Source: an optimization exercise on an open RTL-to-GDS flow (aim: small area and a short achievable clock period). Production flows keep margins and buffers that such runs may drop. The RTL was checked by simulation tests, not by an equivalence proof against the original design. Power and IR drop assume default switching activity.

## try-willow
==> flow/design.v <==
package riscv_dbg_pkg;
  typedef enum logic [1:0] {
    ST_IDLE  = 2'd0,
    ST_ARMED = 2'd1,
    ST_POST  = 2'd2,
    ST_DONE  = 2'd3
  } trace_state_t;
  localparam logic MODE_STOP_FULL = 1'b0;
  localparam logic MODE_RING_TRIG = 1'b1;
  function automatic integer entry_w(input integer xlen, input integer num_regs);
    entry_w = xlen * (2 + num_regs);
  endfunction
endpackage
module trace_ram #(
  parameter int ROWS  = 14,
  parameter int WIDTH = 192,
  parameter int TAP0  = 6,
  parameter int NSEL  = 8
) (
  input  logic             clk,
  input  logic [WIDTH-1:0] wdata,
  input  logic             hold_stage,
  input  logic             shift,
  input  logic [NSEL-1:0]  sel,
  input  logic             hold,
  output logic [WIDTH-1:0] stage,
  output logic [WIDTH-1:0] rdata
);
  logic [WIDTH-1:0] pick;
  logic [WIDTH-1:0] mem [ROWS];
  always_ff @(posedge clk) begin
    if (!hold_stage) begin
      stage <= wdata;
    end
  end
  always_ff @(posedge clk) begin
    if (shift) begin
      mem[0] <= stage;
      for (int i = 1; i < ROWS; i++) begin
        mem[i] <= mem[i-1];
      end
    end
  end
  always_comb begin
    pick = {WIDTH{hold}} & rdata;
    for (int i = 0; i < NSEL; i++) begin
      pick = pick | ({WIDTH{sel[i]}} & mem[TAP0 + i]);
    end
  end
  always_ff @(posedge clk) begin
    rdata <= pick;
  end
endmodule
module riscv_trace_buffer #(
  parameter int XLEN       = 32,
  parameter int NUM_REGS   = 4,
  parameter int DEPTH      = 16,
  parameter int POST_DEPTH = 8
) (
  input  logic                     clk,
  input  logic                     reset,
  input  logic [XLEN-1:0]          pc_dbg,
  input  logic [XLEN-1:0]          instr_dbg,
  input  logic [NUM_REGS*XLEN-1:0] regs_dbg,
  input  logic                     arm,
  input  logic                     clear,
  input  logic                     mode,
  input  logic                     trig_en,
  input  logic [XLEN-1:0]          trig_pc,
  output logic                     busy,
  output logic                     triggered,
  output logic                     wrapped,
  output logic                     rd_valid,
  input  logic                     rd_ready,
  output logic [XLEN-1:0]          rd_pc,
  output logic [XLEN-1:0]          rd_instr,
  output logic [NUM_REGS*XLEN-1:0] rd_regs,
  output logic                     rd_last
);
  localparam int AW = $clog2(DEPTH);
  localparam int CW = AW + 1;
  localparam int EW = riscv_dbg_pkg::entry_w(XLEN, NUM_REGS);
  localparam logic [CW-1:0] DEPTH_C = CW'(DEPTH);
  localparam logic [CW-1:0] POST_C  = CW'(POST_DEPTH);
  localparam logic [CW-1:0] ONE_C   = CW'(1);
  localparam logic [CW-1:0] TWO_C   = CW'(2);
  localparam int TAP0 = POST_DEPTH - 2;
  localparam int NSEL = DEPTH - 2 - TAP0;
  logic          armed_q, post_q, busy_i, done_i, mode_q, first_q, cap_q, gd;
  logic [CW-1:0] count, post_cnt, rd_left;
  logic [NSEL-1:0] osel_q;
  logic [NSEL-1:0] rs_q, rsel;
  logic          hb_q, ld, rhold;
  logic          idle, cnt_full, gd_cap, last_pop;
  logic [CW-1:0] cnt_inc;
  logic [NSEL-1:0] osel_trig;
  logic          chg, teq, cap, fire, gdone, pop, start;
  logic          shift;
  logic [EW-1:0] wdata, stage, rdata;
  logic [XLEN-1:0] pc_q;
  assign idle     = !busy_i && !done_i;
  assign cnt_full = (count == DEPTH_C);
  assign cnt_inc  = cnt_full ? count : count + ONE_C;
  assign gd_cap   = mode_q ? (post_q && (post_cnt == TWO_C)) : (cnt_inc == DEPTH_C - ONE_C);
  assign last_pop = (rd_left == ONE_C);
  always_comb begin
    osel_trig = '0;
    if (count >= CW'(NSEL - 1)) osel_trig[NSEL-1] = 1'b1;
    else                        osel_trig[count[$clog2(NSEL)-1:0]] = 1'b1;
  end
  assign pc_q  = stage[XLEN-1:0];
  assign chg   = (pc_dbg != pc_q);
  assign teq   = trig_en && (pc_dbg == trig_pc);
  assign cap   = busy_i && (first_q || chg);
  assign fire  = cap && armed_q && mode_q && teq;
  assign gdone = cap && gd;
  assign pop   = done_i && rd_ready;
  assign start = idle && arm;
  always_ff @(posedge clk or posedge reset) begin
    if (reset) begin
      armed_q   <= 1'b0;
      post_q    <= 1'b0;
      busy_i    <= 1'b0;
      done_i    <= 1'b0;
      busy      <= 1'b0;
      rd_valid  <= 1'b0;
      rd_last   <= 1'b0;
      triggered <= 1'b0;
      wrapped   <= 1'b0;
    end else begin
      armed_q   <= !clear && (start || (armed_q && !fire && !gdone));
      post_q    <= !clear && (fire || (post_q && !gdone));
      busy_i    <= !clear && (start || (busy_i && !gdone));
      done_i    <= !clear && (gdone || (done_i && !(pop && last_pop)));
      busy      <= !clear && (start || (busy && !gdone));
      rd_valid  <= !clear && (gdone || (rd_valid && !(pop && last_pop)));
      rd_last   <= !clear && (gdone ? (cnt_inc == ONE_C)
                                    : (done_i && (pop ? (rd_left == TWO_C) : last_pop)));
      triggered <= !start && (triggered || fire);
      wrapped   <= !start && (wrapped || (cap && cnt_full));
    end
  end
  always_ff @(posedge clk) begin
    rd_left   <= clear ? '0 : gdone ? cnt_inc : pop ? rd_left - ONE_C : rd_left;
    mode_q    <= start ? mode : mode_q;
    first_q   <= start || (first_q && !cap);
    count     <= start ? '0 : cap ? cnt_inc : count;
    post_cnt  <= fire ? POST_C : (cap && post_q) ? post_cnt - ONE_C : post_cnt;
    osel_q    <= start ? NSEL'(1) << (NSEL - 1) : fire ? osel_trig : osel_q;
    gd        <= !start && !fire && (cap ? gd_cap : gd);
    cap_q     <= cap;
    rs_q      <= (cap || done_i) ? osel_q : {osel_q[NSEL-2:0], 1'b0};
    hb_q      <= !(cap || done_i) && osel_q[NSEL-1];
  end
  assign ld    = !done_i || rd_ready;
  assign rsel  = ld ? rs_q : '0;
  assign rhold = !ld || hb_q;
  assign shift = done_i ? rd_ready : cap_q;
  assign wdata = {regs_dbg, instr_dbg, pc_dbg};
  trace_ram #(
    .ROWS  (DEPTH - 2),
    .WIDTH (EW),
    .TAP0  (TAP0),
    .NSEL  (NSEL)
  ) u_ram (
    .clk        (clk),
    .wdata      (wdata),
    .hold_stage (done_i),
    .shift      (shift),
    .sel        (rsel),
    .hold       (rhold),
    .stage      (stage),
    .rdata      (rdata)
  );
  assign rd_pc    = rdata[XLEN-1:0];
  assign rd_instr = rdata[2*XLEN-1:XLEN];
  assign rd_regs  = rdata[EW-1:2*XLEN];
endmodule
clock: 5.5 ns
lec_check: 0
cap_margin: 20
core_margin: 2
core_utilization: 60
cts_cluster_diameter: 80
cts_cluster_size: 30
setup_slack_margin: 3.2
slew_margin: 20
standard.sh (not shown) runs the stock make flow with config.mk's settings and CLKGATE_MAP_FILE= SYNTH_SCRIPT=/design/flow/synth_recipe.tcl, a recipe that flattens the netlist after the stock synthesis.
==> flow/flow/run.sh <==
#!/bin/bash
# Own layout flow: the standard ORFS flow (standard.sh, unchanged synthesis), with the port
# buffers made from a plain buffer cell instead of the one buffer_ports picks on its own, and
# the resizer allowed to swap cells across footprints. Every port still gets its buffer.
set -euo pipefail
cd "$(dirname "$0")/.."
bash standard.sh \
  "BUFFER_PORTS_ARGS=-buffer_cell sky130_fd_sc_hd__buf_1" \
  MATCH_CELL_FOOTPRINT=0 \
  finish > flow_standard.log 2>&1
The following lists how try-lagoon was set up differently from try-willow:
# try-willow
export LEC_CHECK = 0
export CAP_MARGIN = 20
export CORE_MARGIN = 2
export CORE_UTILIZATION = 60
export CTS_CLUSTER_DIAMETER = 80
export CTS_CLUSTER_SIZE = 30
export SETUP_SLACK_MARGIN = 3.2
export SLEW_MARGIN = 20
create_clock -name core_clock -period 5.5 [get_ports {clk}]
# try-lagoon
export LEC_CHECK = 0
export CAP_MARGIN = 20
export CORE_MARGIN = 2
export CORE_UTILIZATION = 60
export CTS_CLUSTER_DIAMETER = 80
export CTS_CLUSTER_SIZE = 30
export SETUP_SLACK_MARGIN = 3.3
export SLEW_MARGIN = 20
create_clock -name core_clock -period 5.5 [get_ports {clk}]
--- a/flow/flow/run.sh
+++ b/flow/flow/run.sh
@@ -7,3 +7,3 @@
 bash standard.sh \
-  "BUFFER_PORTS_ARGS=-buffer_cell sky130_fd_sc_hd__buf_1" \
+  "BUFFER_PORTS_ARGS=-buffer_cell sky130_fd_sc_hd__buf_2" \
   MATCH_CELL_FOOTPRINT=0 \
--- outcome ---
try-lagoon has completed all stages; timing, DRC and antenna checks passed.
Of try-willow and try-lagoon, the lower part of the power in combinational logic belongs to try-willow.
Any difference in share of the clock period used by the worst path between try-willow and try-lagoon is small enough to ignore.
try-lagoon vs. try-willow: number of vias after detailed routing rose by 1739; final area rose by about 2.5%; total power consumption of the routed design stayed essentially flat.
[inputs] try-yarrow vs try-lagoon
# try-lagoon
export LEC_CHECK = 0
export CAP_MARGIN = 20
export CORE_MARGIN = 2
export CORE_UTILIZATION = 60
export CTS_CLUSTER_DIAMETER = 80
export CTS_CLUSTER_SIZE = 30
export SETUP_SLACK_MARGIN = 3.3
export SLEW_MARGIN = 20
create_clock -name core_clock -period 5.5 [get_ports {clk}]
# try-yarrow
export LEC_CHECK = 0
export CAP_MARGIN = 20
export CORE_MARGIN = 2
export CORE_UTILIZATION = 60
export CTS_CLUSTER_DIAMETER = 80
export CTS_CLUSTER_SIZE = 30
export SETUP_SLACK_MARGIN = 3.1
export SLEW_MARGIN = 20
create_clock -name core_clock -period 5.5 [get_ports {clk}]
## What came out
Compared with try-lagoon, in try-yarrow clock-buffer cell count about even; maximum vdd drop fell about 1.2%. Compared to try-lagoon, the router laid down less metal wire for try-yarrow. The setup slack of the critical path after layout of try-lagoon and that of try-yarrow are within noise of each other. Looking at critical path endpoint, the triggered result is from try-yarrow; the busy one comes from try-lagoon.
Input changes introduced in try-zinc (baseline for comparison: try-yarrow):
# try-yarrow
export LEC_CHECK = 0
export CAP_MARGIN = 20
export CORE_MARGIN = 2
export CORE_UTILIZATION = 60
export CTS_CLUSTER_DIAMETER = 80
export CTS_CLUSTER_SIZE = 30
export SETUP_SLACK_MARGIN = 3.1
export SLEW_MARGIN = 20
create_clock -name core_clock -period 5.5 [get_ports {clk}]
# try-zinc
export LEC_CHECK = 0
export CAP_MARGIN = 20
export CORE_MARGIN = 2
export CORE_UTILIZATION = 60
export CTS_CLUSTER_DIAMETER = 80
export CTS_CLUSTER_SIZE = 30
export SETUP_SLACK_MARGIN = 3.4
export SLEW_MARGIN = 20
create_clock -name core_clock -period 5.5 [get_ports {clk}]
==> flow/run.sh (new file) <==
#!/bin/bash
# synth_recipe.tcl (not shown) runs the flow's synth.tcl, then flattens the netlist and writes it again
# the make line also repeats each setting of config.mk as NAME=value (left out here)
make -C /OpenROAD-flow-scripts/flow DESIGN_CONFIG=/design/flow/config.mk WORK_HOME=/design/flow/orfs CLKGATE_MAP_FILE= SYNTH_SCRIPT=/design/flow/synth_recipe.tcl finish
removed: flow/flow/run.sh
removed: flow/standard.sh
## What came out
The total power density per cell area in try-zinc was lower than what try-yarrow gave. Relative to try-yarrow, the final worst slack of try-zinc is lower by 0.029 ns. Delta (try-zinc minus try-yarrow): final count of hold timing violations level; maximum vdd drop level.

## static timing again, ports no longer ideal
How much do the figures lean on ideal ports? The routed layouts below were timed once more, with nothing changed but the port constraints.
Step 1 assumes that a clkbuf_16 drives the clock port and a buf_2 every other input.
Step 2 adds t to the input delays and takes it off the output delays; t is the mean of the earliest and latest rising clock arrival at the registers after step 1. Input paths then give back, and output paths get back, about the clock's delay inside the block.
Three values: ideal, step 1, step 2; two values: the first two.
run | t (ns) | setup slack, ns | worst setup path at the end | slew at the worst register clock pin (ns) | worst data-port slew with drivers (ns)
try-willow | 0.868 | 3.081 / 3.001 / 2.273 | input to register | 0.11 / 0.11 | 0.13
try-lagoon | 0.869 | 3.074 / 2.989 / 2.348 | input to register | 0.12 / 0.12 | 0.20
try-yarrow | 0.863 | 3.073 / 2.988 / 2.318 | input to register | 0.12 / 0.12 | 0.19
try-zinc | 0.913 | 3.044 / 2.953 / 2.259 | input to register | 0.12 / 0.12 | 0.19
After both steps setup and hold are still met in every run listed. The setup slack of try-willow, which loses most, moves by -0.080 ns with the drivers and by -0.808 ns with both steps.
